What follows belongs to an exercise in optimizing a design on an open flow for small area, a short achievable clock period and few clock cycles per item; a production flow would make more cautious choices. Only simulation tests tie the RTL to the original design; equivalence was not proved. No activity file was given, so power comes from the tool's default toggle rates.

$ cat design/flow/config.mk
export PLATFORM = sky130hd
export DESIGN_NAME = power_calc
export DESIGN_NICKNAME = power_calc
export VERILOG_FILES = /design/flow/design.v
export SDC_FILE = /design/flow/constraint.sdc
export NUM_CORES = 4
export LEC_CHECK = 0
export CAP_MARGIN = 20
export CORE_MARGIN = 2
export CORE_UTILIZATION = 40
export SLEW_MARGIN = 20
$ cat design/flow/constraint.sdc
create_clock -name core_clock -period 10.0 [get_ports {clk}]
set_input_delay 2.0000 -clock core_clock [delete_from_list [all_inputs] [get_ports {clk}]]
set_output_delay 2.0000 -clock core_clock [all_outputs]
set_load 0.01 [all_outputs]
$ cat design/flow/design.v
module power_calc (
    input  logic        clk,
    input  logic        rst,
    input  logic        in_valid,
    input  logic [19:0] in_data_1,
    input  logic [2:0]  in_data_2,
    output logic        busy,
    output logic        out_valid,
    output logic [59:0] out_data
);
    logic [19:0] b_r;        
    logic [9:0]  a_r;        
    logic [2:0]  j_r;        
    logic [2:0]  rem_r;      
    logic        act_r;      
    logic        first_r;    
    logic        small_r;    
    logic        kzero_r;    
    logic        gate_r;     
    logic        stall_r;    
    logic        bsmall_r;   
    logic [2:0]  nlast_r;    
    logic        busy_r;
    logic [9:0]  ls_r;       
    logic [9:0]  lc_r;       
    logic [19:0] cs_r;       
    logic [19:0] cc_r;       
    logic        co_r;       
    logic        cv_r;       
    logic [2:0]  cj_r;       
    logic        clast_r;    
    logic        cfin_r;     
    logic        ckz_r;      
    logic [59:0] acc_r;      
    logic        ov_r;
    logic [29:0] ts, tc;     
    logic [10:0] lo;         
    logic [19:0] hi;         
    logic [9:0]  wlo;        
    logic [19:0] whi;
    logic        last;
    logic        run;
    logic        tcyc;       
    logic        fin;
    logic        take;
    logic [59:0] view;       
    logic [9:0]  a_nxt;      
    logic [9:0]  a_base;     
    logic        a_lo;       
    logic        a_hi;       
    power_calc_csa u_csa (
        .a  (a_r),
        .b  (b_r),
        .cs (gate_r ? cs_r : 20'd0),
        .cc (gate_r ? cc_r : 20'd0),
        .s  (ts),
        .c  (tc)
    );
    logic [11:0] lo_x;
    logic [19:0] hi0;
    logic [20:0] hi1_x;
    assign lo_x  = {1'b0, ls_r, co_r} + {1'b0, lc_r, co_r};
    assign lo    = lo_x[11:1];
    assign hi0   = cs_r + cc_r;
    assign hi1_x = {cs_r, 1'b1} + {cc_r, 1'b1};
    assign hi    = lo[10] ? hi1_x[20:1] : hi0;
    assign wlo   = ckz_r ? 10'd0 : lo[9:0];
    assign whi   = ckz_r ? 20'd1 : hi;
    always_comb begin
        view = acc_r;
        if (cv_r) begin
            for (int i = 0; i < 6; i++) begin
                if (cj_r != 3'd0 && i == int'(cj_r) - 1) view[10*i +: 10] = wlo;
                if (clast_r && i == int'(cj_r))           view[10*i +: 10] = whi[9:0];
                if (clast_r && i == int'(cj_r) + 1)       view[10*i +: 10] = whi[19:10];
                if (clast_r && i > int'(cj_r) + 1)        view[10*i +: 10] = 10'd0;
            end
        end
    end
    assign last = (j_r == 3'd0) ? bsmall_r : (first_r | (j_r == nlast_r));
    assign tcyc = act_r & ~stall_r;
    assign run  = tcyc & ~small_r;
    assign fin  = tcyc & (small_r | (last & (rem_r == 3'd1)));
    assign take = in_valid & ~busy_r;
    always_comb begin
        if (first_r) begin
            a_nxt = b_r[19:10];
        end else begin
            case (j_r)
                3'd0:    a_nxt = acc_r[19:10];
                3'd1:    a_nxt = acc_r[29:20];
                3'd2:    a_nxt = acc_r[39:30];
                default: a_nxt = acc_r[49:40];
            endcase
        end
    end
    always_comb begin
        a_lo   = 1'b0;
        a_hi   = 1'b0;
        a_base = a_nxt;
        if (stall_r) begin
            a_lo = (cj_r == 3'd1);
            a_hi = (cj_r == 3'd0);
        end else if (last) begin
            a_base = acc_r[9:0];
            a_lo   = cv_r & (cj_r == 3'd1);
        end else begin
            a_lo   = cv_r & ~first_r & (j_r == 3'd0) & (cj_r == 3'd2);
        end
    end
    logic        act_nt, stall_nt, first_nt, last_nt, busy_nt, busy_new;
    logic [2:0]  j_nt, rem_nt, nlast_nt;
    assign act_nt   = act_r & ~fin;
    assign stall_nt = run & last & (rem_r != 3'd1) & (j_r[2:1] == 2'd0);
    assign j_nt     = run ? (last ? 3'd0 : j_r + 3'd1) : j_r;
    assign first_nt = first_r & ~(run & last);
    assign rem_nt   = (run & last) ? rem_r - 3'd1 : rem_r;
    logic        top;        
    assign top      = lo[10] ? |hi1_x[20:11] : |hi0[19:10];
    assign nlast_nt = (cv_r & clast_r) ? cj_r + {2'd0, top} : nlast_r;
    assign last_nt  = (j_nt == 3'd0) ? bsmall_r
                    : (first_nt | (~(cv_r & clast_r) & (j_nt == nlast_r)));
    assign busy_nt  = act_nt & (stall_nt | ~last_nt | (rem_nt != 3'd1));
    assign busy_new = ~((in_data_2 < 3'd2) | ((in_data_2 == 3'd2) & ~|in_data_1[19:10]));
    always_ff @(posedge clk) begin
        if (rst) begin
            act_r   <= 1'b0;
            stall_r <= 1'b0;
            busy_r  <= 1'b0;
            cv_r    <= 1'b0;
            co_r    <= 1'b0;
            ov_r    <= 1'b0;
        end else begin
            ov_r    <= cv_r & cfin_r;
            cv_r    <= tcyc;
            co_r    <= cv_r & ~clast_r & lo[10];
            stall_r <= stall_nt;
            act_r   <= take | act_nt;
            busy_r  <= take ? busy_new : busy_nt;
        end
    end
    always_ff @(posedge clk) begin
        if (cv_r) acc_r <= view;
        nlast_r <= nlast_nt;
        ls_r    <= ts[9:0];
        lc_r    <= tc[9:0];
        cs_r    <= ts[29:10];
        cc_r    <= tc[29:10];
        cj_r    <= small_r ? 3'd1 : j_r;
        clast_r <= small_r | last;
        cfin_r  <= small_r | (last & (rem_r == 3'd1));
        ckz_r   <= small_r & kzero_r;
        a_r     <= take ? ((in_data_2 < 3'd2) ? 10'd1 : in_data_1[9:0])
                        : (a_lo ? lo[9:0] : (a_hi ? hi[9:0] : a_base));
        j_r     <= j_nt;
        gate_r  <= (j_nt != 3'd0);
        first_r <= first_nt;
        rem_r   <= rem_nt;
        if (take) begin
            b_r      <= in_data_1;
            bsmall_r <= ~|in_data_1[19:10];
            j_r      <= 3'd0;
            gate_r   <= 1'b0;
            first_r  <= 1'b1;
            small_r  <= in_data_2 < 3'd2;
            kzero_r  <= in_data_2 == 3'd0;
            rem_r    <= (in_data_2 > 3'd5) ? 3'd4 : in_data_2 - 3'd1;
        end
    end
    assign busy      = busy_r;
    assign out_valid = ov_r;
    assign out_data  = acc_r;
endmodule
module power_calc_csa (
    input  logic [9:0]  a,
    input  logic [19:0] b,
    input  logic [19:0] cs,
    input  logic [19:0] cc,
    output logic [29:0] s,
    output logic [29:0] c
);
    logic w1;
    logic w2;
    logic w3;
    logic w4;
    logic w5;
    logic w6;
    logic w7;
    logic w8;
    logic w9;
    logic w10;
    logic w11;
    logic w12;
    logic w13;
    logic w14;
    logic w15;
    logic w16;
    logic w17;
    logic w18;
    logic w19;
    logic w20;
    logic w21;
    logic w22;
    logic w23;
    logic w24;
    logic w25;
    logic w26;
    logic w27;
    logic w28;
    logic w29;
    logic w30;
    logic w31;
    logic w32;
    logic w33;
    logic w34;
    logic w35;
    logic w36;
    logic w37;
    logic w38;
    logic w39;
    logic w40;
    logic w41;
    logic w42;
    logic w43;
    logic w44;
    logic w45;
    logic w46;
    logic w47;
    logic w48;
    logic w49;
    logic w50;
    logic w51;
    logic w52;
    logic w53;
    logic w54;
    logic w55;
    logic w56;
    logic w57;
    logic w58;
    logic w59;
    logic w60;
    logic w61;
    logic w62;
    logic w63;
    logic w64;
    logic w65;
    logic w66;
    logic w67;
    logic w68;
    logic w69;
    logic w70;
    logic w71;
    logic w72;
    logic w73;
    logic w74;
    logic w75;
    logic w76;
    logic w77;
    logic w78;
    logic w79;
    logic w80;
    logic w81;
    logic w82;
    logic w83;
    logic w84;
    logic w85;
    logic w86;
    logic w87;
    logic w88;
    logic w89;
    logic w90;
    logic w91;
    logic w92;
    logic w93;
    logic w94;
    logic w95;
    logic w96;
    logic w97;
    logic w98;
    logic w99;
    logic w100;
    logic w101;
    logic w102;
    logic w103;
    logic w104;
    logic w105;
    logic w106;
    logic w107;
    logic w108;
    logic w109;
    logic w110;
    logic w111;
    logic w112;
    logic w113;
    logic w114;
    logic w115;
    logic w116;
    logic w117;
    logic w118;
    logic w119;
    logic w120;
    logic w121;
    logic w122;
    logic w123;
    logic w124;
    logic w125;
    logic w126;
    logic w127;
    logic w128;
    logic w129;
    logic w130;
    logic w131;
    logic w132;
    logic w133;
    logic w134;
    logic w135;
    logic w136;
    logic w137;
    logic w138;
    logic w139;
    logic w140;
    logic w141;
    logic w142;
    logic w143;
    logic w144;
    logic w145;
    logic w146;
    logic w147;
    logic w148;
    logic w149;
    logic w150;
    logic w151;
    logic w152;
    logic w153;
    logic w154;
    logic w155;
    logic w156;
    logic w157;
    logic w158;
    logic w159;
    logic w160;
    logic w161;
    logic w162;
    logic w163;
    logic w164;
    logic w165;
    logic w166;
    logic w167;
    logic w168;
    logic w169;
    logic w170;
    logic w171;
    logic w172;
    logic w173;
    logic w174;
    logic w175;
    logic w176;
    logic w177;
    logic w178;
    logic w179;
    logic w180;
    logic w181;
    logic w182;
    logic w183;
    logic w184;
    logic w185;
    logic w186;
    logic w187;
    logic w188;
    logic w189;
    logic w190;
    logic w191;
    logic w192;
    logic w193;
    logic w194;
    logic w195;
    logic w196;
    logic w197;
    logic w198;
    logic w199;
    logic w200;
    logic w201;
    logic w202;
    logic w203;
    logic w204;
    logic w205;
    logic w206;
    logic w207;
    logic w208;
    logic w209;
    logic w210;
    logic w211;
    logic w212;
    logic w213;
    logic w214;
    logic w215;
    logic w216;
    logic w217;
    logic w218;
    logic w219;
    logic w220;
    logic w221;
    logic w222;
    logic w223;
    logic w224;
    logic w225;
    logic w226;
    logic w227;
    logic w228;
    logic w229;
    logic w230;
    logic w231;
    logic w232;
    logic w233;
    logic w234;
    logic w235;
    logic w236;
    logic w237;
    logic w238;
    logic w239;
    logic w240;
    logic w241;
    logic w242;
    logic w243;
    logic w244;
    logic w245;
    logic w246;
    logic w247;
    logic w248;
    logic w249;
    logic w250;
    logic w251;
    logic w252;
    logic w253;
    logic w254;
    logic w255;
    logic w256;
    logic w257;
    logic w258;
    logic w259;
    logic w260;
    logic w261;
    logic w262;
    logic w263;
    logic w264;
    logic w265;
    logic w266;
    logic w267;
    logic w268;
    logic w269;
    logic w270;
    logic w271;
    logic w272;
    logic w273;
    logic w274;
    logic w275;
    logic w276;
    logic w277;
    logic w278;
    logic w279;
    logic w280;
    logic w281;
    logic w282;
    logic w283;
    logic w284;
    logic w285;
    logic w286;
    logic w287;
    logic w288;
    logic w289;
    logic w290;
    logic w291;
    logic w292;
    logic w293;
    logic w294;
    logic w295;
    logic w296;
    logic w297;
    logic w298;
    logic w299;
    logic w300;
    logic w301;
    logic w302;
    logic w303;
    logic w304;
    logic w305;
    logic w306;
    logic w307;
    logic w308;
    logic w309;
    logic w310;
    logic w311;
    logic w312;
    logic w313;
    logic w314;
    logic w315;
    logic w316;
    logic w317;
    logic w318;
    logic w319;
    logic w320;
    logic w321;
    logic w322;
    logic w323;
    logic w324;
    logic w325;
    logic w326;
    logic w327;
    logic w328;
    logic w329;
    logic w330;
    logic w331;
    logic w332;
    logic w333;
    logic w334;
    logic w335;
    logic w336;
    logic w337;
    logic w338;
    logic w339;
    logic w340;
    logic w341;
    logic w342;
    logic w343;
    logic w344;
    logic w345;
    logic w346;
    logic w347;
    logic w348;
    logic w349;
    logic w350;
    logic w351;
    logic w352;
    logic w353;
    logic w354;
    logic w355;
    logic w356;
    logic w357;
    logic w358;
    logic w359;
    logic w360;
    logic w361;
    logic w362;
    logic w363;
    logic w364;
    logic w365;
    logic w366;
    logic w367;
    logic w368;
    logic w369;
    logic w370;
    logic w371;
    logic w372;
    logic w373;
    logic w374;
    logic w375;
    logic w376;
    logic w377;
    logic w378;
    logic w379;
    logic w380;
    logic w381;
    logic w382;
    logic w383;
    logic w384;
    logic w385;
    logic w386;
    logic w387;
    logic w388;
    logic w389;
    logic w390;
    logic w391;
    logic w392;
    logic w393;
    logic w394;
    logic w395;
    logic w396;
    logic w397;
    logic w398;
    logic w399;
    logic w400;
    assign w1 = cs[7] ^ cc[7];
    assign w2 = cs[7] & cc[7];
    assign w3 = cs[8] ^ cc[8] ^ (a[0] & b[8]);
    assign w4 = (cs[8] & cc[8]) | (cs[8] & (a[0] & b[8])) | (cc[8] & (a[0] & b[8]));
    assign w5 = (a[1] & b[7]) ^ (a[2] & b[6]);
    assign w6 = (a[1] & b[7]) & (a[2] & b[6]);
    assign w7 = cs[9] ^ cc[9] ^ (a[0] & b[9]);
    assign w8 = (cs[9] & cc[9]) | (cs[9] & (a[0] & b[9])) | (cc[9] & (a[0] & b[9]));
    assign w9 = (a[1] & b[8]) ^ (a[2] & b[7]) ^ (a[3] & b[6]);
    assign w10 = ((a[1] & b[8]) & (a[2] & b[7])) | ((a[1] & b[8]) & (a[3] & b[6])) | ((a[2] & b[7]) & (a[3] & b[6]));
    assign w11 = (a[4] & b[5]) ^ (a[5] & b[4]);
    assign w12 = (a[4] & b[5]) & (a[5] & b[4]);
    assign w13 = cs[10] ^ cc[10] ^ (a[0] & b[10]);
    assign w14 = (cs[10] & cc[10]) | (cs[10] & (a[0] & b[10])) | (cc[10] & (a[0] & b[10]));
    assign w15 = (a[1] & b[9]) ^ (a[2] & b[8]) ^ (a[3] & b[7]);
    assign w16 = ((a[1] & b[9]) & (a[2] & b[8])) | ((a[1] & b[9]) & (a[3] & b[7])) | ((a[2] & b[8]) & (a[3] & b[7]));
    assign w17 = (a[4] & b[6]) ^ (a[5] & b[5]) ^ (a[6] & b[4]);
    assign w18 = ((a[4] & b[6]) & (a[5] & b[5])) | ((a[4] & b[6]) & (a[6] & b[4])) | ((a[5] & b[5]) & (a[6] & b[4]));
    assign w19 = cs[11] ^ cc[11] ^ (a[0] & b[11]);
    assign w20 = (cs[11] & cc[11]) | (cs[11] & (a[0] & b[11])) | (cc[11] & (a[0] & b[11]));
    assign w21 = (a[1] & b[10]) ^ (a[2] & b[9]) ^ (a[3] & b[8]);
    assign w22 = ((a[1] & b[10]) & (a[2] & b[9])) | ((a[1] & b[10]) & (a[3] & b[8])) | ((a[2] & b[9]) & (a[3] & b[8]));
    assign w23 = (a[4] & b[7]) ^ (a[5] & b[6]) ^ (a[6] & b[5]);
    assign w24 = ((a[4] & b[7]) & (a[5] & b[6])) | ((a[4] & b[7]) & (a[6] & b[5])) | ((a[5] & b[6]) & (a[6] & b[5]));
    assign w25 = cs[12] ^ cc[12] ^ (a[0] & b[12]);
    assign w26 = (cs[12] & cc[12]) | (cs[12] & (a[0] & b[12])) | (cc[12] & (a[0] & b[12]));
    assign w27 = (a[1] & b[11]) ^ (a[2] & b[10]) ^ (a[3] & b[9]);
    assign w28 = ((a[1] & b[11]) & (a[2] & b[10])) | ((a[1] & b[11]) & (a[3] & b[9])) | ((a[2] & b[10]) & (a[3] & b[9]));
    assign w29 = (a[4] & b[8]) ^ (a[5] & b[7]) ^ (a[6] & b[6]);
    assign w30 = ((a[4] & b[8]) & (a[5] & b[7])) | ((a[4] & b[8]) & (a[6] & b[6])) | ((a[5] & b[7]) & (a[6] & b[6]));
    assign w31 = cs[13] ^ cc[13] ^ (a[0] & b[13]);
    assign w32 = (cs[13] & cc[13]) | (cs[13] & (a[0] & b[13])) | (cc[13] & (a[0] & b[13]));
    assign w33 = (a[1] & b[12]) ^ (a[2] & b[11]) ^ (a[3] & b[10]);
    assign w34 = ((a[1] & b[12]) & (a[2] & b[11])) | ((a[1] & b[12]) & (a[3] & b[10])) | ((a[2] & b[11]) & (a[3] & b[10]));
    assign w35 = (a[4] & b[9]) ^ (a[5] & b[8]) ^ (a[6] & b[7]);
    assign w36 = ((a[4] & b[9]) & (a[5] & b[8])) | ((a[4] & b[9]) & (a[6] & b[7])) | ((a[5] & b[8]) & (a[6] & b[7]));
    assign w37 = cs[14] ^ cc[14] ^ (a[0] & b[14]);
    assign w38 = (cs[14] & cc[14]) | (cs[14] & (a[0] & b[14])) | (cc[14] & (a[0] & b[14]));
    assign w39 = (a[1] & b[13]) ^ (a[2] & b[12]) ^ (a[3] & b[11]);
    assign w40 = ((a[1] & b[13]) & (a[2] & b[12])) | ((a[1] & b[13]) & (a[3] & b[11])) | ((a[2] & b[12]) & (a[3] & b[11]));
    assign w41 = (a[4] & b[10]) ^ (a[5] & b[9]) ^ (a[6] & b[8]);
    assign w42 = ((a[4] & b[10]) & (a[5] & b[9])) | ((a[4] & b[10]) & (a[6] & b[8])) | ((a[5] & b[9]) & (a[6] & b[8]));
    assign w43 = cs[15] ^ cc[15] ^ (a[0] & b[15]);
    assign w44 = (cs[15] & cc[15]) | (cs[15] & (a[0] & b[15])) | (cc[15] & (a[0] & b[15]));
    assign w45 = (a[1] & b[14]) ^ (a[2] & b[13]) ^ (a[3] & b[12]);
    assign w46 = ((a[1] & b[14]) & (a[2] & b[13])) | ((a[1] & b[14]) & (a[3] & b[12])) | ((a[2] & b[13]) & (a[3] & b[12]));
    assign w47 = (a[4] & b[11]) ^ (a[5] & b[10]) ^ (a[6] & b[9]);
    assign w48 = ((a[4] & b[11]) & (a[5] & b[10])) | ((a[4] & b[11]) & (a[6] & b[9])) | ((a[5] & b[10]) & (a[6] & b[9]));
    assign w49 = cs[16] ^ cc[16] ^ (a[0] & b[16]);
    assign w50 = (cs[16] & cc[16]) | (cs[16] & (a[0] & b[16])) | (cc[16] & (a[0] & b[16]));
    assign w51 = (a[1] & b[15]) ^ (a[2] & b[14]) ^ (a[3] & b[13]);
    assign w52 = ((a[1] & b[15]) & (a[2] & b[14])) | ((a[1] & b[15]) & (a[3] & b[13])) | ((a[2] & b[14]) & (a[3] & b[13]));
    assign w53 = (a[4] & b[12]) ^ (a[5] & b[11]) ^ (a[6] & b[10]);
    assign w54 = ((a[4] & b[12]) & (a[5] & b[11])) | ((a[4] & b[12]) & (a[6] & b[10])) | ((a[5] & b[11]) & (a[6] & b[10]));
    assign w55 = cs[17] ^ cc[17] ^ (a[0] & b[17]);
    assign w56 = (cs[17] & cc[17]) | (cs[17] & (a[0] & b[17])) | (cc[17] & (a[0] & b[17]));
    assign w57 = (a[1] & b[16]) ^ (a[2] & b[15]) ^ (a[3] & b[14]);
    assign w58 = ((a[1] & b[16]) & (a[2] & b[15])) | ((a[1] & b[16]) & (a[3] & b[14])) | ((a[2] & b[15]) & (a[3] & b[14]));
    assign w59 = (a[4] & b[13]) ^ (a[5] & b[12]) ^ (a[6] & b[11]);
    assign w60 = ((a[4] & b[13]) & (a[5] & b[12])) | ((a[4] & b[13]) & (a[6] & b[11])) | ((a[5] & b[12]) & (a[6] & b[11]));
    assign w61 = cs[18] ^ cc[18] ^ (a[0] & b[18]);
    assign w62 = (cs[18] & cc[18]) | (cs[18] & (a[0] & b[18])) | (cc[18] & (a[0] & b[18]));
    assign w63 = (a[1] & b[17]) ^ (a[2] & b[16]) ^ (a[3] & b[15]);
    assign w64 = ((a[1] & b[17]) & (a[2] & b[16])) | ((a[1] & b[17]) & (a[3] & b[15])) | ((a[2] & b[16]) & (a[3] & b[15]));
    assign w65 = (a[4] & b[14]) ^ (a[5] & b[13]) ^ (a[6] & b[12]);
    assign w66 = ((a[4] & b[14]) & (a[5] & b[13])) | ((a[4] & b[14]) & (a[6] & b[12])) | ((a[5] & b[13]) & (a[6] & b[12]));
    assign w67 = cs[19] ^ cc[19] ^ (a[0] & b[19]);
    assign w68 = (cs[19] & cc[19]) | (cs[19] & (a[0] & b[19])) | (cc[19] & (a[0] & b[19]));
    assign w69 = (a[1] & b[18]) ^ (a[2] & b[17]) ^ (a[3] & b[16]);
    assign w70 = ((a[1] & b[18]) & (a[2] & b[17])) | ((a[1] & b[18]) & (a[3] & b[16])) | ((a[2] & b[17]) & (a[3] & b[16]));
    assign w71 = (a[4] & b[15]) ^ (a[5] & b[14]) ^ (a[6] & b[13]);
    assign w72 = ((a[4] & b[15]) & (a[5] & b[14])) | ((a[4] & b[15]) & (a[6] & b[13])) | ((a[5] & b[14]) & (a[6] & b[13]));
    assign w73 = (a[1] & b[19]) ^ (a[2] & b[18]) ^ (a[3] & b[17]);
    assign w74 = ((a[1] & b[19]) & (a[2] & b[18])) | ((a[1] & b[19]) & (a[3] & b[17])) | ((a[2] & b[18]) & (a[3] & b[17]));
    assign w75 = (a[4] & b[16]) ^ (a[5] & b[15]);
    assign w76 = (a[4] & b[16]) & (a[5] & b[15]);
    assign w77 = (a[2] & b[19]) ^ (a[3] & b[18]);
    assign w78 = (a[2] & b[19]) & (a[3] & b[18]);
    assign w79 = cs[4] ^ cc[4];
    assign w80 = cs[4] & cc[4];
    assign w81 = cs[5] ^ cc[5] ^ (a[0] & b[5]);
    assign w82 = (cs[5] & cc[5]) | (cs[5] & (a[0] & b[5])) | (cc[5] & (a[0] & b[5]));
    assign w83 = (a[1] & b[4]) ^ (a[2] & b[3]);
    assign w84 = (a[1] & b[4]) & (a[2] & b[3]);
    assign w85 = cs[6] ^ cc[6] ^ (a[0] & b[6]);
    assign w86 = (cs[6] & cc[6]) | (cs[6] & (a[0] & b[6])) | (cc[6] & (a[0] & b[6]));
    assign w87 = (a[1] & b[5]) ^ (a[2] & b[4]) ^ (a[3] & b[3]);
    assign w88 = ((a[1] & b[5]) & (a[2] & b[4])) | ((a[1] & b[5]) & (a[3] & b[3])) | ((a[2] & b[4]) & (a[3] & b[3]));
    assign w89 = (a[4] & b[2]) ^ (a[5] & b[1]);
    assign w90 = (a[4] & b[2]) & (a[5] & b[1]);
    assign w91 = (a[0] & b[7]) ^ (a[1] & b[6]) ^ (a[2] & b[5]);
    assign w92 = ((a[0] & b[7]) & (a[1] & b[6])) | ((a[0] & b[7]) & (a[2] & b[5])) | ((a[1] & b[6]) & (a[2] & b[5]));
    assign w93 = (a[3] & b[4]) ^ (a[4] & b[3]) ^ (a[5] & b[2]);
    assign w94 = ((a[3] & b[4]) & (a[4] & b[3])) | ((a[3] & b[4]) & (a[5] & b[2])) | ((a[4] & b[3]) & (a[5] & b[2]));
    assign w95 = (a[6] & b[1]) ^ (a[7] & b[0]) ^ w1;
    assign w96 = ((a[6] & b[1]) & (a[7] & b[0])) | ((a[6] & b[1]) & w1) | ((a[7] & b[0]) & w1);
    assign w97 = (a[3] & b[5]) ^ (a[4] & b[4]) ^ (a[5] & b[3]);
    assign w98 = ((a[3] & b[5]) & (a[4] & b[4])) | ((a[3] & b[5]) & (a[5] & b[3])) | ((a[4] & b[4]) & (a[5] & b[3]));
    assign w99 = (a[6] & b[2]) ^ (a[7] & b[1]) ^ (a[8] & b[0]);
    assign w100 = ((a[6] & b[2]) & (a[7] & b[1])) | ((a[6] & b[2]) & (a[8] & b[0])) | ((a[7] & b[1]) & (a[8] & b[0]));
    assign w101 = w2 ^ w5 ^ w3;
    assign w102 = (w2 & w5) | (w2 & w3) | (w5 & w3);
    assign w103 = (a[6] & b[3]) ^ (a[7] & b[2]) ^ (a[8] & b[1]);
    assign w104 = ((a[6] & b[3]) & (a[7] & b[2])) | ((a[6] & b[3]) & (a[8] & b[1])) | ((a[7] & b[2]) & (a[8] & b[1]));
    assign w105 = (a[9] & b[0]) ^ w6 ^ w11;
    assign w106 = ((a[9] & b[0]) & w6) | ((a[9] & b[0]) & w11) | (w6 & w11);
    assign w107 = w4 ^ w7 ^ w9;
    assign w108 = (w4 & w7) | (w4 & w9) | (w7 & w9);
    assign w109 = (a[7] & b[3]) ^ (a[8] & b[2]) ^ (a[9] & b[1]);
    assign w110 = ((a[7] & b[3]) & (a[8] & b[2])) | ((a[7] & b[3]) & (a[9] & b[1])) | ((a[8] & b[2]) & (a[9] & b[1]));
    assign w111 = w12 ^ w8 ^ w10;
    assign w112 = (w12 & w8) | (w12 & w10) | (w8 & w10);
    assign w113 = w13 ^ w15 ^ w17;
    assign w114 = (w13 & w15) | (w13 & w17) | (w15 & w17);
    assign w115 = (a[7] & b[4]) ^ (a[8] & b[3]) ^ (a[9] & b[2]);
    assign w116 = ((a[7] & b[4]) & (a[8] & b[3])) | ((a[7] & b[4]) & (a[9] & b[2])) | ((a[8] & b[3]) & (a[9] & b[2]));
    assign w117 = w14 ^ w16 ^ w18;
    assign w118 = (w14 & w16) | (w14 & w18) | (w16 & w18);
    assign w119 = w19 ^ w21 ^ w23;
    assign w120 = (w19 & w21) | (w19 & w23) | (w21 & w23);
    assign w121 = (a[7] & b[5]) ^ (a[8] & b[4]) ^ (a[9] & b[3]);
    assign w122 = ((a[7] & b[5]) & (a[8] & b[4])) | ((a[7] & b[5]) & (a[9] & b[3])) | ((a[8] & b[4]) & (a[9] & b[3]));
    assign w123 = w20 ^ w22 ^ w24;
    assign w124 = (w20 & w22) | (w20 & w24) | (w22 & w24);
    assign w125 = w25 ^ w27 ^ w29;
    assign w126 = (w25 & w27) | (w25 & w29) | (w27 & w29);
    assign w127 = (a[7] & b[6]) ^ (a[8] & b[5]) ^ (a[9] & b[4]);
    assign w128 = ((a[7] & b[6]) & (a[8] & b[5])) | ((a[7] & b[6]) & (a[9] & b[4])) | ((a[8] & b[5]) & (a[9] & b[4]));
    assign w129 = w26 ^ w28 ^ w30;
    assign w130 = (w26 & w28) | (w26 & w30) | (w28 & w30);
    assign w131 = w31 ^ w33 ^ w35;
    assign w132 = (w31 & w33) | (w31 & w35) | (w33 & w35);
    assign w133 = (a[7] & b[7]) ^ (a[8] & b[6]) ^ (a[9] & b[5]);
    assign w134 = ((a[7] & b[7]) & (a[8] & b[6])) | ((a[7] & b[7]) & (a[9] & b[5])) | ((a[8] & b[6]) & (a[9] & b[5]));
    assign w135 = w32 ^ w34 ^ w36;
    assign w136 = (w32 & w34) | (w32 & w36) | (w34 & w36);
    assign w137 = w37 ^ w39 ^ w41;
    assign w138 = (w37 & w39) | (w37 & w41) | (w39 & w41);
    assign w139 = (a[7] & b[8]) ^ (a[8] & b[7]) ^ (a[9] & b[6]);
    assign w140 = ((a[7] & b[8]) & (a[8] & b[7])) | ((a[7] & b[8]) & (a[9] & b[6])) | ((a[8] & b[7]) & (a[9] & b[6]));
    assign w141 = w38 ^ w40 ^ w42;
    assign w142 = (w38 & w40) | (w38 & w42) | (w40 & w42);
    assign w143 = w43 ^ w45 ^ w47;
    assign w144 = (w43 & w45) | (w43 & w47) | (w45 & w47);
    assign w145 = (a[7] & b[9]) ^ (a[8] & b[8]) ^ (a[9] & b[7]);
    assign w146 = ((a[7] & b[9]) & (a[8] & b[8])) | ((a[7] & b[9]) & (a[9] & b[7])) | ((a[8] & b[8]) & (a[9] & b[7]));
    assign w147 = w44 ^ w46 ^ w48;
    assign w148 = (w44 & w46) | (w44 & w48) | (w46 & w48);
    assign w149 = w49 ^ w51 ^ w53;
    assign w150 = (w49 & w51) | (w49 & w53) | (w51 & w53);
    assign w151 = (a[7] & b[10]) ^ (a[8] & b[9]) ^ (a[9] & b[8]);
    assign w152 = ((a[7] & b[10]) & (a[8] & b[9])) | ((a[7] & b[10]) & (a[9] & b[8])) | ((a[8] & b[9]) & (a[9] & b[8]));
    assign w153 = w50 ^ w52 ^ w54;
    assign w154 = (w50 & w52) | (w50 & w54) | (w52 & w54);
    assign w155 = w55 ^ w57 ^ w59;
    assign w156 = (w55 & w57) | (w55 & w59) | (w57 & w59);
    assign w157 = (a[7] & b[11]) ^ (a[8] & b[10]) ^ (a[9] & b[9]);
    assign w158 = ((a[7] & b[11]) & (a[8] & b[10])) | ((a[7] & b[11]) & (a[9] & b[9])) | ((a[8] & b[10]) & (a[9] & b[9]));
    assign w159 = w56 ^ w58 ^ w60;
    assign w160 = (w56 & w58) | (w56 & w60) | (w58 & w60);
    assign w161 = w61 ^ w63 ^ w65;
    assign w162 = (w61 & w63) | (w61 & w65) | (w63 & w65);
    assign w163 = (a[7] & b[12]) ^ (a[8] & b[11]) ^ (a[9] & b[10]);
    assign w164 = ((a[7] & b[12]) & (a[8] & b[11])) | ((a[7] & b[12]) & (a[9] & b[10])) | ((a[8] & b[11]) & (a[9] & b[10]));
    assign w165 = w62 ^ w64 ^ w66;
    assign w166 = (w62 & w64) | (w62 & w66) | (w64 & w66);
    assign w167 = w67 ^ w69 ^ w71;
    assign w168 = (w67 & w69) | (w67 & w71) | (w69 & w71);
    assign w169 = (a[6] & b[14]) ^ (a[7] & b[13]) ^ (a[8] & b[12]);
    assign w170 = ((a[6] & b[14]) & (a[7] & b[13])) | ((a[6] & b[14]) & (a[8] & b[12])) | ((a[7] & b[13]) & (a[8] & b[12]));
    assign w171 = (a[9] & b[11]) ^ w75 ^ w68;
    assign w172 = ((a[9] & b[11]) & w75) | ((a[9] & b[11]) & w68) | (w75 & w68);
    assign w173 = w70 ^ w72 ^ w73;
    assign w174 = (w70 & w72) | (w70 & w73) | (w72 & w73);
    assign w175 = (a[4] & b[17]) ^ (a[5] & b[16]) ^ (a[6] & b[15]);
    assign w176 = ((a[4] & b[17]) & (a[5] & b[16])) | ((a[4] & b[17]) & (a[6] & b[15])) | ((a[5] & b[16]) & (a[6] & b[15]));
    assign w177 = (a[7] & b[14]) ^ (a[8] & b[13]) ^ (a[9] & b[12]);
    assign w178 = ((a[7] & b[14]) & (a[8] & b[13])) | ((a[7] & b[14]) & (a[9] & b[12])) | ((a[8] & b[13]) & (a[9] & b[12]));
    assign w179 = w76 ^ w77 ^ w74;
    assign w180 = (w76 & w77) | (w76 & w74) | (w77 & w74);
    assign w181 = (a[3] & b[19]) ^ (a[4] & b[18]) ^ (a[5] & b[17]);
    assign w182 = ((a[3] & b[19]) & (a[4] & b[18])) | ((a[3] & b[19]) & (a[5] & b[17])) | ((a[4] & b[18]) & (a[5] & b[17]));
    assign w183 = (a[6] & b[16]) ^ (a[7] & b[15]) ^ (a[8] & b[14]);
    assign w184 = ((a[6] & b[16]) & (a[7] & b[15])) | ((a[6] & b[16]) & (a[8] & b[14])) | ((a[7] & b[15]) & (a[8] & b[14]));
    assign w185 = (a[9] & b[13]) ^ w78;
    assign w186 = (a[9] & b[13]) & w78;
    assign w187 = (a[4] & b[19]) ^ (a[5] & b[18]) ^ (a[6] & b[17]);
    assign w188 = ((a[4] & b[19]) & (a[5] & b[18])) | ((a[4] & b[19]) & (a[6] & b[17])) | ((a[5] & b[18]) & (a[6] & b[17]));
    assign w189 = (a[7] & b[16]) ^ (a[8] & b[15]);
    assign w190 = (a[7] & b[16]) & (a[8] & b[15]);
    assign w191 = (a[5] & b[19]) ^ (a[6] & b[18]);
    assign w192 = (a[5] & b[19]) & (a[6] & b[18]);
    assign w193 = cs[2] ^ cc[2];
    assign w194 = cs[2] & cc[2];
    assign w195 = cs[3] ^ cc[3] ^ (a[0] & b[3]);
    assign w196 = (cs[3] & cc[3]) | (cs[3] & (a[0] & b[3])) | (cc[3] & (a[0] & b[3]));
    assign w197 = (a[1] & b[2]) ^ (a[2] & b[1]);
    assign w198 = (a[1] & b[2]) & (a[2] & b[1]);
    assign w199 = (a[0] & b[4]) ^ (a[1] & b[3]) ^ (a[2] & b[2]);
    assign w200 = ((a[0] & b[4]) & (a[1] & b[3])) | ((a[0] & b[4]) & (a[2] & b[2])) | ((a[1] & b[3]) & (a[2] & b[2]));
    assign w201 = (a[3] & b[1]) ^ (a[4] & b[0]) ^ w79;
    assign w202 = ((a[3] & b[1]) & (a[4] & b[0])) | ((a[3] & b[1]) & w79) | ((a[4] & b[0]) & w79);
    assign w203 = (a[3] & b[2]) ^ (a[4] & b[1]) ^ (a[5] & b[0]);
    assign w204 = ((a[3] & b[2]) & (a[4] & b[1])) | ((a[3] & b[2]) & (a[5] & b[0])) | ((a[4] & b[1]) & (a[5] & b[0]));
    assign w205 = w80 ^ w83 ^ w81;
    assign w206 = (w80 & w83) | (w80 & w81) | (w83 & w81);
    assign w207 = (a[6] & b[0]) ^ w84 ^ w89;
    assign w208 = ((a[6] & b[0]) & w84) | ((a[6] & b[0]) & w89) | (w84 & w89);
    assign w209 = w82 ^ w85 ^ w87;
    assign w210 = (w82 & w85) | (w82 & w87) | (w85 & w87);
    assign w211 = w90 ^ w86 ^ w88;
    assign w212 = (w90 & w86) | (w90 & w88) | (w86 & w88);
    assign w213 = w91 ^ w93 ^ w95;
    assign w214 = (w91 & w93) | (w91 & w95) | (w93 & w95);
    assign w215 = w92 ^ w94 ^ w96;
    assign w216 = (w92 & w94) | (w92 & w96) | (w94 & w96);
    assign w217 = w97 ^ w99 ^ w101;
    assign w218 = (w97 & w99) | (w97 & w101) | (w99 & w101);
    assign w219 = w98 ^ w100 ^ w103;
    assign w220 = (w98 & w100) | (w98 & w103) | (w100 & w103);
    assign w221 = w105 ^ w102 ^ w107;
    assign w222 = (w105 & w102) | (w105 & w107) | (w102 & w107);
    assign w223 = w104 ^ w109 ^ w106;
    assign w224 = (w104 & w109) | (w104 & w106) | (w109 & w106);
    assign w225 = w108 ^ w111 ^ w113;
    assign w226 = (w108 & w111) | (w108 & w113) | (w111 & w113);
    assign w227 = w110 ^ w115 ^ w112;
    assign w228 = (w110 & w115) | (w110 & w112) | (w115 & w112);
    assign w229 = w114 ^ w117 ^ w119;
    assign w230 = (w114 & w117) | (w114 & w119) | (w117 & w119);
    assign w231 = w116 ^ w121 ^ w118;
    assign w232 = (w116 & w121) | (w116 & w118) | (w121 & w118);
    assign w233 = w120 ^ w123 ^ w125;
    assign w234 = (w120 & w123) | (w120 & w125) | (w123 & w125);
    assign w235 = w122 ^ w127 ^ w124;
    assign w236 = (w122 & w127) | (w122 & w124) | (w127 & w124);
    assign w237 = w126 ^ w129 ^ w131;
    assign w238 = (w126 & w129) | (w126 & w131) | (w129 & w131);
    assign w239 = w128 ^ w133 ^ w130;
    assign w240 = (w128 & w133) | (w128 & w130) | (w133 & w130);
    assign w241 = w132 ^ w135 ^ w137;
    assign w242 = (w132 & w135) | (w132 & w137) | (w135 & w137);
    assign w243 = w134 ^ w139 ^ w136;
    assign w244 = (w134 & w139) | (w134 & w136) | (w139 & w136);
    assign w245 = w138 ^ w141 ^ w143;
    assign w246 = (w138 & w141) | (w138 & w143) | (w141 & w143);
    assign w247 = w140 ^ w145 ^ w142;
    assign w248 = (w140 & w145) | (w140 & w142) | (w145 & w142);
    assign w249 = w144 ^ w147 ^ w149;
    assign w250 = (w144 & w147) | (w144 & w149) | (w147 & w149);
    assign w251 = w146 ^ w151 ^ w148;
    assign w252 = (w146 & w151) | (w146 & w148) | (w151 & w148);
    assign w253 = w150 ^ w153 ^ w155;
    assign w254 = (w150 & w153) | (w150 & w155) | (w153 & w155);
    assign w255 = w152 ^ w157 ^ w154;
    assign w256 = (w152 & w157) | (w152 & w154) | (w157 & w154);
    assign w257 = w156 ^ w159 ^ w161;
    assign w258 = (w156 & w159) | (w156 & w161) | (w159 & w161);
    assign w259 = w158 ^ w163 ^ w160;
    assign w260 = (w158 & w163) | (w158 & w160) | (w163 & w160);
    assign w261 = w162 ^ w165 ^ w167;
    assign w262 = (w162 & w165) | (w162 & w167) | (w165 & w167);
    assign w263 = w164 ^ w169 ^ w166;
    assign w264 = (w164 & w169) | (w164 & w166) | (w169 & w166);
    assign w265 = w168 ^ w171 ^ w173;
    assign w266 = (w168 & w171) | (w168 & w173) | (w171 & w173);
    assign w267 = w170 ^ w175 ^ w177;
    assign w268 = (w170 & w175) | (w170 & w177) | (w175 & w177);
    assign w269 = w172 ^ w174 ^ w179;
    assign w270 = (w172 & w174) | (w172 & w179) | (w174 & w179);
    assign w271 = w176 ^ w178 ^ w181;
    assign w272 = (w176 & w178) | (w176 & w181) | (w178 & w181);
    assign w273 = w183 ^ w185 ^ w180;
    assign w274 = (w183 & w185) | (w183 & w180) | (w185 & w180);
    assign w275 = (a[9] & b[14]) ^ w189 ^ w182;
    assign w276 = ((a[9] & b[14]) & w189) | ((a[9] & b[14]) & w182) | (w189 & w182);
    assign w277 = w184 ^ w186 ^ w187;
    assign w278 = (w184 & w186) | (w184 & w187) | (w186 & w187);
    assign w279 = (a[7] & b[17]) ^ (a[8] & b[16]) ^ (a[9] & b[15]);
    assign w280 = ((a[7] & b[17]) & (a[8] & b[16])) | ((a[7] & b[17]) & (a[9] & b[15])) | ((a[8] & b[16]) & (a[9] & b[15]));
    assign w281 = w190 ^ w191 ^ w188;
    assign w282 = (w190 & w191) | (w190 & w188) | (w191 & w188);
    assign w283 = (a[6] & b[19]) ^ (a[7] & b[18]) ^ (a[8] & b[17]);
    assign w284 = ((a[6] & b[19]) & (a[7] & b[18])) | ((a[6] & b[19]) & (a[8] & b[17])) | ((a[7] & b[18]) & (a[8] & b[17]));
    assign w285 = (a[9] & b[16]) ^ w192;
    assign w286 = (a[9] & b[16]) & w192;
    assign w287 = (a[7] & b[19]) ^ (a[8] & b[18]);
    assign w288 = (a[7] & b[19]) & (a[8] & b[18]);
    assign w289 = cs[1] ^ cc[1];
    assign w290 = cs[1] & cc[1];
    assign w291 = (a[0] & b[2]) ^ (a[1] & b[1]) ^ (a[2] & b[0]);
    assign w292 = ((a[0] & b[2]) & (a[1] & b[1])) | ((a[0] & b[2]) & (a[2] & b[0])) | ((a[1] & b[1]) & (a[2] & b[0]));
    assign w293 = (a[3] & b[0]) ^ w194 ^ w197;
    assign w294 = ((a[3] & b[0]) & w194) | ((a[3] & b[0]) & w197) | (w194 & w197);
    assign w295 = w198 ^ w196 ^ w199;
    assign w296 = (w198 & w196) | (w198 & w199) | (w196 & w199);
    assign w297 = w200 ^ w202 ^ w203;
    assign w298 = (w200 & w202) | (w200 & w203) | (w202 & w203);
    assign w299 = w204 ^ w207 ^ w206;
    assign w300 = (w204 & w207) | (w204 & w206) | (w207 & w206);
    assign w301 = w208 ^ w210 ^ w211;
    assign w302 = (w208 & w210) | (w208 & w211) | (w210 & w211);
    assign w303 = w212 ^ w214 ^ w215;
    assign w304 = (w212 & w214) | (w212 & w215) | (w214 & w215);
    assign w305 = w216 ^ w219 ^ w218;
    assign w306 = (w216 & w219) | (w216 & w218) | (w219 & w218);
    assign w307 = w220 ^ w223 ^ w222;
    assign w308 = (w220 & w223) | (w220 & w222) | (w223 & w222);
    assign w309 = w224 ^ w227 ^ w226;
    assign w310 = (w224 & w227) | (w224 & w226) | (w227 & w226);
    assign w311 = w228 ^ w231 ^ w230;
    assign w312 = (w228 & w231) | (w228 & w230) | (w231 & w230);
    assign w313 = w232 ^ w235 ^ w234;
    assign w314 = (w232 & w235) | (w232 & w234) | (w235 & w234);
    assign w315 = w236 ^ w239 ^ w238;
    assign w316 = (w236 & w239) | (w236 & w238) | (w239 & w238);
    assign w317 = w240 ^ w243 ^ w242;
    assign w318 = (w240 & w243) | (w240 & w242) | (w243 & w242);
    assign w319 = w244 ^ w247 ^ w246;
    assign w320 = (w244 & w247) | (w244 & w246) | (w247 & w246);
    assign w321 = w248 ^ w251 ^ w250;
    assign w322 = (w248 & w251) | (w248 & w250) | (w251 & w250);
    assign w323 = w252 ^ w255 ^ w254;
    assign w324 = (w252 & w255) | (w252 & w254) | (w255 & w254);
    assign w325 = w256 ^ w259 ^ w258;
    assign w326 = (w256 & w259) | (w256 & w258) | (w259 & w258);
    assign w327 = w260 ^ w263 ^ w262;
    assign w328 = (w260 & w263) | (w260 & w262) | (w263 & w262);
    assign w329 = w267 ^ w264 ^ w266;
    assign w330 = (w267 & w264) | (w267 & w266) | (w264 & w266);
    assign w331 = w268 ^ w271 ^ w270;
    assign w332 = (w268 & w271) | (w268 & w270) | (w271 & w270);
    assign w333 = w272 ^ w275 ^ w277;
    assign w334 = (w272 & w275) | (w272 & w277) | (w275 & w277);
    assign w335 = w279 ^ w276 ^ w278;
    assign w336 = (w279 & w276) | (w279 & w278) | (w276 & w278);
    assign w337 = w280 ^ w283 ^ w285;
    assign w338 = (w280 & w283) | (w280 & w285) | (w283 & w285);
    assign w339 = (a[9] & b[17]) ^ w287 ^ w284;
    assign w340 = ((a[9] & b[17]) & w287) | ((a[9] & b[17]) & w284) | (w287 & w284);
    assign w341 = (a[8] & b[19]) ^ (a[9] & b[18]);
    assign w342 = (a[8] & b[19]) & (a[9] & b[18]);
    assign w343 = cs[0] ^ cc[0];
    assign w344 = cs[0] & cc[0];
    assign w345 = (a[0] & b[1]) ^ (a[1] & b[0]) ^ w289;
    assign w346 = ((a[0] & b[1]) & (a[1] & b[0])) | ((a[0] & b[1]) & w289) | ((a[1] & b[0]) & w289);
    assign w347 = w290 ^ w193 ^ w291;
    assign w348 = (w290 & w193) | (w290 & w291) | (w193 & w291);
    assign w349 = w292 ^ w195 ^ w293;
    assign w350 = (w292 & w195) | (w292 & w293) | (w195 & w293);
    assign w351 = w201 ^ w294 ^ w295;
    assign w352 = (w201 & w294) | (w201 & w295) | (w294 & w295);
    assign w353 = w296 ^ w297 ^ w205;
    assign w354 = (w296 & w297) | (w296 & w205) | (w297 & w205);
    assign w355 = w298 ^ w209 ^ w299;
    assign w356 = (w298 & w209) | (w298 & w299) | (w209 & w299);
    assign w357 = w213 ^ w300 ^ w301;
    assign w358 = (w213 & w300) | (w213 & w301) | (w300 & w301);
    assign w359 = w302 ^ w303 ^ w217;
    assign w360 = (w302 & w303) | (w302 & w217) | (w303 & w217);
    assign w361 = w304 ^ w221 ^ w305;
    assign w362 = (w304 & w221) | (w304 & w305) | (w221 & w305);
    assign w363 = w225 ^ w306 ^ w307;
    assign w364 = (w225 & w306) | (w225 & w307) | (w306 & w307);
    assign w365 = w229 ^ w308 ^ w309;
    assign w366 = (w229 & w308) | (w229 & w309) | (w308 & w309);
    assign w367 = w233 ^ w310 ^ w311;
    assign w368 = (w233 & w310) | (w233 & w311) | (w310 & w311);
    assign w369 = w237 ^ w312 ^ w313;
    assign w370 = (w237 & w312) | (w237 & w313) | (w312 & w313);
    assign w371 = w241 ^ w314 ^ w315;
    assign w372 = (w241 & w314) | (w241 & w315) | (w314 & w315);
    assign w373 = w245 ^ w316 ^ w317;
    assign w374 = (w245 & w316) | (w245 & w317) | (w316 & w317);
    assign w375 = w249 ^ w318 ^ w319;
    assign w376 = (w249 & w318) | (w249 & w319) | (w318 & w319);
    assign w377 = w253 ^ w320 ^ w321;
    assign w378 = (w253 & w320) | (w253 & w321) | (w320 & w321);
    assign w379 = w257 ^ w322 ^ w323;
    assign w380 = (w257 & w322) | (w257 & w323) | (w322 & w323);
    assign w381 = w261 ^ w324 ^ w325;
    assign w382 = (w261 & w324) | (w261 & w325) | (w324 & w325);
    assign w383 = w265 ^ w326 ^ w327;
    assign w384 = (w265 & w326) | (w265 & w327) | (w326 & w327);
    assign w385 = w269 ^ w328 ^ w329;
    assign w386 = (w269 & w328) | (w269 & w329) | (w328 & w329);
    assign w387 = w273 ^ w330 ^ w331;
    assign w388 = (w273 & w330) | (w273 & w331) | (w330 & w331);
    assign w389 = w274 ^ w333 ^ w332;
    assign w390 = (w274 & w333) | (w274 & w332) | (w333 & w332);
    assign w391 = w281 ^ w334 ^ w335;
    assign w392 = (w281 & w334) | (w281 & w335) | (w334 & w335);
    assign w393 = w282 ^ w337 ^ w336;
    assign w394 = (w282 & w337) | (w282 & w336) | (w337 & w336);
    assign w395 = w286 ^ w339 ^ w338;
    assign w396 = (w286 & w339) | (w286 & w338) | (w339 & w338);
    assign w397 = w288 ^ w341 ^ w340;
    assign w398 = (w288 & w341) | (w288 & w340) | (w341 & w340);
    assign w399 = (a[9] & b[19]) ^ w342;
    assign w400 = (a[9] & b[19]) & w342;
    assign s[0] = (a[0] & b[0]);
    assign c[0] = w343;
    assign s[1] = w344;
    assign c[1] = w345;
    assign s[2] = w346;
    assign c[2] = w347;
    assign s[3] = w348;
    assign c[3] = w349;
    assign s[4] = w350;
    assign c[4] = w351;
    assign s[5] = w352;
    assign c[5] = w353;
    assign s[6] = w354;
    assign c[6] = w355;
    assign s[7] = w356;
    assign c[7] = w357;
    assign s[8] = w358;
    assign c[8] = w359;
    assign s[9] = w360;
    assign c[9] = w361;
    assign s[10] = w362;
    assign c[10] = w363;
    assign s[11] = w364;
    assign c[11] = w365;
    assign s[12] = w366;
    assign c[12] = w367;
    assign s[13] = w368;
    assign c[13] = w369;
    assign s[14] = w370;
    assign c[14] = w371;
    assign s[15] = w372;
    assign c[15] = w373;
    assign s[16] = w374;
    assign c[16] = w375;
    assign s[17] = w376;
    assign c[17] = w377;
    assign s[18] = w378;
    assign c[18] = w379;
    assign s[19] = w380;
    assign c[19] = w381;
    assign s[20] = w382;
    assign c[20] = w383;
    assign s[21] = w384;
    assign c[21] = w385;
    assign s[22] = w386;
    assign c[22] = w387;
    assign s[23] = w388;
    assign c[23] = w389;
    assign s[24] = w391;
    assign c[24] = w390;
    assign s[25] = w392;
    assign c[25] = w393;
    assign s[26] = w395;
    assign c[26] = w394;
    assign s[27] = w397;
    assign c[27] = w396;
    assign s[28] = w399;
    assign c[28] = w398;
    assign s[29] = w400;
    assign c[29] = 1'b0;
endmodule
$ cat design/flow/flow/run.sh
#!/bin/bash
# Standard layout, but with timing repair aiming past the 5 ns margin cap of config.mk.
set -euo pipefail
bash standard.sh SETUP_SLACK_MARGIN=6.0 finish > standard_flow.log 2>&1
$ cat design/flow/standard.sh
#!/bin/bash
# synth_recipe.tcl (not shown) runs the flow's synth.tcl, then flattens the netlist and writes it again
# the make line also repeats each setting of config.mk as NAME=value (left out here)
make -C /OpenROAD-flow-scripts/flow DESIGN_CONFIG=/design/flow/config.mk WORK_HOME=/design/flow/orfs CLKGATE_MAP_FILE= SYNTH_SCRIPT=/design/flow/synth_recipe.tcl "${@:-finish}"
==> run notes <==
[flip-flops by register name (all words and copies together) (netlist names), 3 cells and up]
name	flops
b_r	20
j_r	3
cj_r	3
acc_r	60
nlast_r	3
cc_r	19
cs_r	20
a_r	10
lc_r	10
ls_r	10
rem_r	3
[cells in the mapped netlist, types with 9 or more instances]
library cell	n	share of area (%)
sky130_fd_sc_hd__a211oi_1	31	1.5
sky130_fd_sc_hd__a21o_1	18	0.85
sky130_fd_sc_hd__a21oi_1	104	3.3
sky130_fd_sc_hd__a221oi_1	10	0.55
sky130_fd_sc_hd__a311oi_1	10	0.55
sky130_fd_sc_hd__a31oi_1	13	0.51
sky130_fd_sc_hd__and2_1	122	4.8
sky130_fd_sc_hd__buf_2	11	0.35
sky130_fd_sc_hd__clkbuf_1	83	2.0
sky130_fd_sc_hd__dfxtp_1	89	11
sky130_fd_sc_hd__edfxtp_1	86	16
sky130_fd_sc_hd__fa_1	183	23
sky130_fd_sc_hd__ha_1	70	5.5
sky130_fd_sc_hd__inv_1	254	6.0
sky130_fd_sc_hd__mux2i_1	16	1.0
sky130_fd_sc_hd__nand2_1	219	5.2
sky130_fd_sc_hd__nand2b_1	11	0.43
sky130_fd_sc_hd__nand3_1	21	0.66
sky130_fd_sc_hd__nand4_1	13	0.51
sky130_fd_sc_hd__nor2_1	87	2.1
sky130_fd_sc_hd__nor2b_1	9	0.35
sky130_fd_sc_hd__nor3_1	32	1.0
sky130_fd_sc_hd__nor4_1	13	0.51
sky130_fd_sc_hd__o21ai_0	45	1.4
sky130_fd_sc_hd__o22ai_1	16	0.63
sky130_fd_sc_hd__or3_1	10	0.39
sky130_fd_sc_hd__xnor2_1	29	1.6
sky130_fd_sc_hd__xor2_1	20	1.1
[logic make-up (layout without fill, tap and decap cells)]
| kind of cell | Yosys count | in the layout |
|---|---|---|
| AND/OR/NAND/NOR | 569 | 569 |
| buffers and inverters | 354 | 387 |
| AO/OA/AOI/OAI | 330 | 330 |
| adder cells (fa/ha/maj) | 253 | 253 |
| flip-flops | 175 | 175 |
| XOR/XNOR | 52 | 52 |
| multiplexers | 18 | 18 |
[repair_timing]
action	CTS	global route
setup endpoints to repair	0	4
resized for setup	0	2
hold buffers	0	0
[final cells by class]
cell class	instances	area [um2]	share of cell area [%]
Sequential cell	175	4370	24.7
Timing Repair Buffer	100	968	5.47
Inverter	255	957	5.41
Clock buffer	18	439	2.48
Multi-Input combinational cell	1222	10200	57.7
Clock inverter	14	105	0.594
Tap cell	525	657	3.71
[routing by layer]
layer  global-route usage [%]  part of all wire, %
met1                     33.9                   43
met3                     3.85                  6.4
met4                     10.4                  3.8
met2                     41.0                   47
met5                        0                    0
[power by group through the flow]
stage	logic [uW]	registers, uW	clock network [uW]
2_1_floorplan	2290	1040	0
5_1_grt	3880	1140	667
3_5_place_dp	3470	1140	0
4_1_cts	3490	1130	643
3_3_place_gp	3420	1140	0
6_report	3530	1120	634
[how the worst min path moves through the flow]
stage	start	endpoint	slack (ps)	depth (start not counted)
after floorplan	kzero_r$_DFFE_PP_	ckz_r$_DFF_P_	420	1
after global placement	kzero_r$_DFFE_PP_	ckz_r$_DFF_P_	440	1
after detailed placement	kzero_r$_DFFE_PP_	ckz_r$_DFF_P_	430	1
after CTS	kzero_r$_DFFE_PP_	ckz_r$_DFF_P_	450	1
after global routing	cfin_r$_DFF_P_	ov_r$_SDFF_PP0_	480	1
final	kzero_r$_DFFE_PP_	ckz_r$_DFF_P_	450	1
[through the flow]
step	utilization (%)	worst slack, ps	total power [uW]	hold slack [ps]	instance area, um2
6_report	44.8	6170	5290	450	17700
5_1_grt	44.8	6030	5690	477	17700
4_1_cts	44.8	6120	5260	451	17700
3_5_place_dp	43.4	6080	4610	435	17100
3_3_place_gp	43.4	5710	4560	435	17100
2_1_floorplan	-	6490	3330	420	15900
==> load_flow_metrics.sql <==
INSERT INTO impl_metrics (metric_group, metric, value, unit) VALUES
('yosys', 'synth.avg_cell_area', '9.07', 'um2'),
('clock_tree', 'ctsRootBufferMaster', 'sky130_fd_sc_hd__clkbuf_16', ''),
('finish', 'insertedDiodeCount', '0', ''),
('yosys', 'yosys_warnings', '1', ''),
('finish', 'final_cell_count_no_fill', '2309', ''),
('yosys', 'synth-compound-area-share', '14.0', '%'),
('floorplan', 'coreArea', '39500', 'um2'),
('yosys', 'syn_area', '15900', 'um2'),
('finish', 'fillerInstances', '3886', ''),
('global_route', 'grt_max_degree', '40', ''),
('power', 'power.switching_fraction', '53.5', '%'),
('setup_path', 'critical_path_depth', '10', ''),
('yosys', 'synth.net_count', '2030', ''),
('sta', 'finalCriticalPeriod', '3830', 'ps'),
('setup_path', 'timing.critical_path.max_delay_family', 'compound AO/OA/AOI/OAI gates', ''),
('route', 'detail_route.first_pass.iterations', '6', ''),
('power', 'fraction_of_power_consumed_by_sequential_logic', '21.2', '%'),
('clock_tree', 'clk_path_buf_depth', '2', ''),
('setup_path', 'critPathLaunch', 'ls_r[0]$_DFF_P_', ''),
('power', 'cellPowerDensity', '299', 'nW/um2'),
('setup_path', 'critical_path.n_buffers_inverters', '0', ''),
('clock_tree', 'worst_setup_hold_path_clk_slew', '70', 'ps'),
('clock_tree', 'cts_tree', 'done', ''),
('sta', 'timing.fmax', '0.261', 'GHz'),
('setup_path', 'cp_cell_instances', 'ha_1 -> a21o_1 -> a21oi_1 -> o21ai_1 -> a21boi_2 -> o21ai_0 -> and2_1 -> a21boi_1 -> xor2_1 -> a2111oi_0', ''),
('floorplan', 'std_cell_rows', '73', ''),
('floorplan', 'floorplan_die_area', '41300', 'um2'),
('setup_path', 'worstRegToRegCells', '10', ''),
('yosys', 'parity_gate_share_of_the_synthesized_area_counting_xor_and_xnor_cells', '3.01', '%'),
('yosys', 'synth.mux.area_fraction', '1.15', '%'),
('yosys', 'yosysSeqAreaShare', '27.5', '%'),
('route', 'routed_vias', '12800', ''),
('setup_path', 'cp-start-kind', 'flip-flop', ''),
('finish', 'final_cell_mix', 'sky130_fd_sc_hd__inv_1 (253), sky130_fd_sc_hd__nand2_1 (219), sky130_fd_sc_hd__fa_1 (183)', ''),
('setup_path', 'critical_path.endpoint_type', 'flip-flop', ''),
('sta', 'hold_viol_final', '0', ''),
('yosys', 'synth-adder-area-share', '28.6', '%'),
('power', 'internal_power', '2460', 'uW'),
('yosys', 'synth_simple_gate_area_share', '17.3', '%'),
('floorplan', 'io_pins', '88', ''),
('floorplan', 'initial_utilization', '40.3', '%'),
('finish', 'area_delta_synth_final', '11.4', '%'),
('global_route', 'groute.usage.overall', '25.3', '%'),
('yosys', 'synthesis.instances', '1751', ''),
('run_status', 'outcome', 'no timing/DRC/antenna violations', ''),
('setup_path', 'setup.worst_path.class', 'flip-flop to flip-flop', ''),
('run', 'timing.max_cap.violations', '0', ''),
('clock_tree', 'clock_sinks', '175', ''),
('route', 'viasPerCell', '5.55', ''),
('route', 'wl', '50700', 'um'),
('finish', 'share_of_final_layout_standard_cells_stronger_than_drive_strength_1', '4.43', '%'),
('finish', 'mostFrequentLayoutCell', 'sky130_fd_sc_hd__inv_1', ''),
('clock_tree', 'post-cts-setup-buffers', '0', ''),
('setup_path', 'r2r-end', 'acc_r[12]$_SDFFCE_PP0P_', ''),
('sta', 'drv_slew', '0', ''),
('sta', 'timing.setup.tns', '0', 'ps'),
('power', 'clock_power_share', '12.0', '%'),
('power', 'power.leakage', '0.00754', 'uW'),
('placed_design', 'io_buffer_count', '87', ''),
('yosys', 'combinational_family_with_the_most_area_after_synthesis', 'adder cells', ''),
('route', 'number_of_drc_markers_in_iteration_0', '1268', ''),
('setup_path', 'cp_data_arrival_time', '3930', 'ps'),
('power', 'combPwrFrac', '66.8', '%'),
('clock_tree', 'clkLatencyLatePin', '450', 'ps'),
('floorplan', 'die-height', '203', 'um'),
('power', 'peak_supply_drop', '0.000177', 'V'),
('min_path', 'holdCritPathClass', 'flip-flop to flip-flop', ''),
('setup_path', 'r2r-start', 'ls_r[0]$_DFF_P_', ''),
('sta', 'timing.clock.skew', '15.5', 'ps'),
('sta', 'final-setup-viol-count', '0', ''),
('clock_tree', 'cts-htree-levels', '4', '');
Testbench counts, summed over its fixed seeds: cycles 12,967, items 1,920.

## port drivers added, routing unchanged
How much do the figures lean on ideal ports? The routed layout below was timed once more, with nothing changed but the port constraints.
Step 1, drivers: a clkbuf_16 drives clk and a buf_2 each remaining input, both assumed.
Step 2 times the ports against the registers' clock, not the clock port: input delays grow and output delays shrink by t, the midpoint of the rising clock arrivals with the driver on.
Slacks: no drivers / after step 1 / after step 2; pairs: no drivers / after step 1.
shift t [ns]: 0.497
slack for setup (ns): 6.169 / 6.169 / 6.074
clock arrival spread, ns: 0.017 / 0.017
worst register clock-pin slew, ns: 0.08 / 0.08
worst data-port slew with drivers (ns): 0.07
After both steps this run still meets setup and hold. The setup slack of this run moves by 0.000 ns with the drivers and by -0.095 ns with both steps.
